This is an optimization exercise on Yosys and OpenROAD, whose aim is small area, not a production implementation. The RTL was checked by simulation tests, not by an equivalence proof against the original design. Power and IR drop assume default switching activity.

`design/flow/run.sh`:
```
#!/bin/bash
# synth_recipe.tcl (not shown) runs the flow's synth.tcl, then flattens the netlist and writes it again
# the make line also repeats each setting of config.mk as NAME=value (left out here)
make -C /OpenROAD-flow-scripts/flow DESIGN_CONFIG=/design/flow/config.mk WORK_HOME=/design/flow/orfs CLKGATE_MAP_FILE= SYNTH_SCRIPT=/design/flow/synth_recipe.tcl finish
```
`design/flow/config.mk`:
```
export PLATFORM = sky130hd
export DESIGN_NAME = regfile_mp
export DESIGN_NICKNAME = regfile_mp
export VERILOG_FILES = /design/flow/design.v
export SDC_FILE = /design/flow/constraint.sdc
export NUM_CORES = 4
export LEC_CHECK = 0
export CAP_MARGIN = 20
export CORE_MARGIN = 2
export CORE_UTILIZATION = 40
export SLEW_MARGIN = 20
```
`design/flow/constraint.sdc`:
```
create_clock -name core_clock -period 5.0 [get_ports {clock}]
set_input_delay 1.0000 -clock core_clock [delete_from_list [all_inputs] [get_ports {clock}]]
set_output_delay 1.0000 -clock core_clock [all_outputs]
set_load 0.01 [all_outputs]
```
`design/flow/design.v`:
```
module regfile_mp #(
  parameter int XLEN      = 32,
  parameter int NUM_REGS  = 32,
  parameter int NUM_READ  = 2,
  parameter int NUM_WRITE = 2,
  parameter int AW        = $clog2(NUM_REGS)
) (
  input  logic                      clock,
  input  logic                      reset,
  input  logic [NUM_READ-1:0]       rd_en,
  input  logic [NUM_READ*AW-1:0]    rd_addr,
  output logic [NUM_READ*XLEN-1:0]  rd_data,
  output logic [NUM_READ-1:0]       rd_busy,
  input  logic [NUM_WRITE-1:0]      wr_en,
  input  logic [NUM_WRITE*AW-1:0]   wr_addr,
  input  logic [NUM_WRITE*XLEN-1:0] wr_data,
  input  logic                      issue_en,
  input  logic [AW-1:0]             issue_rd
);
  logic [XLEN-1:0]          regs [NUM_REGS];
  logic [NUM_REGS-1:0]      busy;
  logic [NUM_REGS-1:0]      wr_hit;
  logic [NUM_REGS-1:0]      busy_cleared;
  logic [NUM_REGS-1:0]      busy_next;
  logic [NUM_READ*XLEN-1:0] rd_data_next;
  logic [NUM_READ-1:0]      rd_busy_next;
  always_comb begin
    wr_hit = '0;
    for (int w = 0; w < NUM_WRITE; w++) begin
      if (wr_en[w] && (wr_addr[w*AW +: AW] != '0)) begin
        wr_hit[wr_addr[w*AW +: AW]] = 1'b1;
      end
    end
  end
  assign busy_cleared = busy & ~wr_hit;
  always_comb begin
    busy_next = busy_cleared;
    if (issue_en && (issue_rd != '0)) begin
      busy_next[issue_rd] = 1'b1;
    end
  end
  always_comb begin
    rd_data_next = '0;
    rd_busy_next = '0;
    for (int p = 0; p < NUM_READ; p++) begin
      rd_data_next[p*XLEN +: XLEN] = regs[rd_addr[p*AW +: AW]];
      rd_busy_next[p]              = busy_cleared[rd_addr[p*AW +: AW]];
      for (int w = 0; w < NUM_WRITE; w++) begin
        if (wr_en[w] && (wr_addr[w*AW +: AW] == rd_addr[p*AW +: AW]) &&
            (rd_addr[p*AW +: AW] != '0)) begin
          rd_data_next[p*XLEN +: XLEN] = wr_data[w*XLEN +: XLEN];
        end
      end
    end
  end
  always_ff @(posedge clock or negedge reset) begin
    if (!reset) begin
      for (int r = 0; r < NUM_REGS; r++) begin
        regs[r] <= '0;
      end
      busy <= '0;
    end else begin
      for (int w = 0; w < NUM_WRITE; w++) begin
        if (wr_en[w] && (wr_addr[w*AW +: AW] != '0)) begin
          regs[wr_addr[w*AW +: AW]] <= wr_data[w*XLEN +: XLEN];
        end
      end
      busy <= busy_next;
    end
  end
  always_ff @(posedge clock or negedge reset) begin
    if (!reset) begin
      rd_data <= '0;
      rd_busy <= '0;
    end else begin
      for (int p = 0; p < NUM_READ; p++) begin
        if (rd_en[p]) begin
          rd_data[p*XLEN +: XLEN] <= rd_data_next[p*XLEN +: XLEN];
          rd_busy[p]              <= rd_busy_next[p];
        end
      end
    end
  end
endmodule
```
==> run notes <==
## power breakdown
group          switching [uW]  internal (uW)
clock network            4630           6150
registers                3040          11500
logic                    3230           2540
## state kept, by name (all words and copies together) (netlist names)
| name | flops |
|---|---|
| regs | 1024 |
| busy | 32 |
| rd_busy | 2 |
| rd_data | 64 |
## cell families (layout without fill, tap and decap cells)
logic type,count (synthesis),in the layout,share of synthesized area (%)
adder cells (fa/ha/maj),16,16,0.301
XOR/XNOR,27,27,0.366
buffers and inverters,924,925,5.88
other,0,41,0
flip-flops,1122,1122,42.2
multiplexers,1012,1012,15.2
AO/OA/AOI/OAI,2265,2265,21.9
AND/OR/NAND/NOR,2065,2065,14.2
## worst max path at each step
stage                from                 endpoint  cells past startpoint  slack (ns)
2_1_floorplan  wr_addr[5]   rd_busy[0]$_DFFE_PN0P_                     15        1.23
3_3_place_gp   rd_addr[9]  rd_data[46]$_DFFE_PN0P_                     11        0.04
3_5_place_dp   rd_addr[9]  rd_data[46]$_DFFE_PN0P_                     11      -0.004
4_1_cts        rd_addr[9]  rd_data[46]$_DFFE_PN0P_                     11        0.84
5_1_grt        rd_addr[9]  rd_data[46]$_DFFE_PN0P_                     11        0.71
6_report       rd_addr[9]  rd_data[46]$_DFFE_PN0P_                     11        0.54
## cell usage in the layout (no fill, tap or decap), types with 29 or more instances in the layout
cell,count
nor4_1,40
a22o_1,80
and2_2,53
a2111oi_0,34
nand2_1,609
o21ai_0,437
buf_12,130
nand4_1,130
diode_2,41
and3_1,143
clkdlybuf4s50_1,149
a221oi_1,53
clkbuf_16,142
buf_4,351
a21oi_1,713
inv_1,29
nand3_1,80
dfrtp_1,1122
nor2_1,759
o221ai_1,38
a22oi_1,720
o31ai_1,29
nor3_1,34
mux2i_1,1007
## synthesized netlist by cell type, types with 7 or more instances
cell type,instances
a2111oi_2,7
dfrtp_1,1122
inv_1,30
or3_1,10
nor2b_1,28
o211ai_1,14
a21oi_1,713
buf_2,180
mux2i_1,1007
nor2_1,788
clkbuf_2,15
clkbuf_1,552
xor2_1,12
xnor2_1,14
or4_1,17
a221oi_1,53
ha_1,16
and3_1,144
o22ai_1,24
a22oi_1,720
buf_6,21
buf_4,13
o211a_1,20
a222oi_1,12
nand3_1,93
o2bb2ai_1,23
nand2b_1,12
a31oi_1,7
o21ai_0,437
nand2_1,628
nor4_1,40
a2111oi_0,34
buf_1,110
a22o_1,80
o221ai_1,38
nor3_1,39
nor3b_1,12
nand4_1,130
and2_1,59
o31ai_1,29
and4_1,15
a31o_2,7
or2_2,10
## per-stage QoR
| step | setup TNS [ns] | worst slack, ns | cells | utilization [%] |
|---|---|---|---|---|
| floorplan | 0 | 1.23 | 7431 | - |
| global placement | 0 | 0.0424 | 9371 | 44.2 |
| detailed placement | -0.00428 | -0.00428 | 9371 | 44.2 |
| CTS | 0 | 0.837 | 9621 | 47.1 |
| global route | 0 | 0.708 | 9630 | 47.1 |
| finish | 0 | 0.543 | 9662 | 47.1 |
## metal layers
metal	track usage, %	up-vias	part of all wire, %
met1	63.6	34300	37
met3	21.0	2052	15
met5	0	-	0.055
met4	35.2	34	8.8
li1	-	26900	-
met2	67.5	6892	39
## worst register-to-register path, delay by kind of cell, from the launching register on
| kind | cells | cell delay [ns] |
|---|---|---|
| DFF | 1 | 0.46 |
| AOI/OAI and AO/OA | 3 | 0.85 |
| and+or+nand+nor | 4 | 1.61 |
## cell type report
class	instances	area, sq um
Fill cell	15800	87400
Multi-Input combinational cell	5385	35300
Sequential cell	1122	28100
Inverter	33	124
Antenna cell	41	103
Clock buffer	193	4010
Tap cell	2189	2740
Timing Repair Buffer	642	6800
Clock inverter	57	703
==> flow_summary.ini <==
[clock_network]
htree_levels = 4
cts.clk_slew.worst_paths_ns = 0.06
cts_setup_buffers = 0
clock_path_buffers = 3
cts_tree = yes
ctsResizeCount = 0
insertion_delay_ns = 0.84
cts_buffers = 139
cts_root_buffer = clkbuf_16
cts_hold_buf = 0
clock-sinks = 1122

[placed_design]
dp_hpwl_mm = 264
gp_congestion = 1.02
portBuffers = 161
postPlaceCellArea_sq_um = 73000

[die]
die_x_um = 412
io_pins = 162
core_region_area_sq_um = 165000
rows = 149
die_y_um = 412
start_util_pct = 40.3
die-area_sq_um = 170000

[setup_path]
path_cells = clkdlybuf4s50_1 -> and2_1 -> and2_2 -> buf_12 -> a2111oi_0 -> buf_4 -> and3_1 -> nand4_1 -> o22ai_1 -> o211ai_1 -> a31o_2
crit_buf_inv = 3
r2r_end = rd_data[59]$_DFFE_PN0P_
endpoint_kind = flop
start_kind = input pin
r2r_cells = 7
cp.arrival_ns = 5.18
required_ns = 5.72
max_stage_delay_ns = 1.11
worstSetupPathType = input pin to flop
cp_top_family = compound AO/OA/AOI/OAI gates
reg2reg_setup_slack_ns = 2.00
r2r-start = regs[6][27]$_DFF_PN0_
cpMaxStageDelayCell = a2111oi_0
crit_fanout = 15

[final_layout]
drive_above_1_share_pct = 12.2
final_area_sq_um = 77800
fin_nets = 7435
syn_to_final_growth_pct = 16.8

[global_route]
overflow = 0
grt_pass1_vias = 63600
antenna_found_initial = 34
grt_max_degree = 119
grt_pass1_wl_mm = 577
grt_use_total_pct = 49.9

[sta]
fmax_mhz = 224
hold_viol = 0
skew_ns = 0.0243
post-route-period-util_pct = 89.1
rsz0062_at_grt = no
setup_viol = 0
tightest_slew_ns = 1.30
timing.final.crit_period_ns = 4.46
slew_headroom_pct = 13.0
hold_ws_ns = 0.284
slew_viol_final = 0

[synth]
synthFlopType = dfrtp_1
synth_top_area_share_pct = 42.2
async_reset_ff_share_pct = 100
syn_inst = 7431
yosysTopAreaCell = dfrtp_1
synth.area.top_cells = dfrtp_1 42%, mux2i_1 15%, a22oi_1 8.1%
syn_area_sq_um = 66600
ys_seq_elements = 1122
syn-num-nets = 7543
synth-edff-count = 0
synth.avg_cell_area_sq_um = 8.96
yosysUniqueCellTypes = 85
yosysWarnings = 2
seq_area_frac_synth_pct = 42.2

[drt]
wirelength_mm = 436
ant_nets = 0
vias = 70200
drt_first_pass_iters = 12
viasPerCell = 7.26
drt_iter0_drc = 13700
drc = 0
wl_per_cell_um = 45.1

[power_and_ir_drop]
p_per_area_nw_per_um2 = 399
power_leakage_uw = 0.0335
p_total_uw = 31100
ir_drop_uv = 372

[job]
maxCapViolCount = 0

[min_path]
hp-class = input pin to asynchronous set/reset pin

[run_status]
outcome = complete, no violations

[static timing again, ports no longer ideal]
No port has a modelled driver above. Below, the same layout with a new extraction and two added sets of constraints. Step 1 sets driving cells, clkbuf_16 on the clock port and buf_2 on the other inputs (assumed; they add their load-dependent delay and slew). Step 2 also shifts input and output timing later by t, the mid clock arrival at the registers, as if the neighbouring blocks saw the same clock. Slacks: ideal / step 1 / step 2; pairs: ideal / step 1.
t (ns): 0.930
setup WS [ns]: 0.543 / 0.624 / -0.306
worst setup path at the end: input to register
With both steps, setup timing fails in this run, where it was met with ideal ports. The setup slack of this run moves by +0.081 ns with the drivers and by -0.849 ns with both steps.
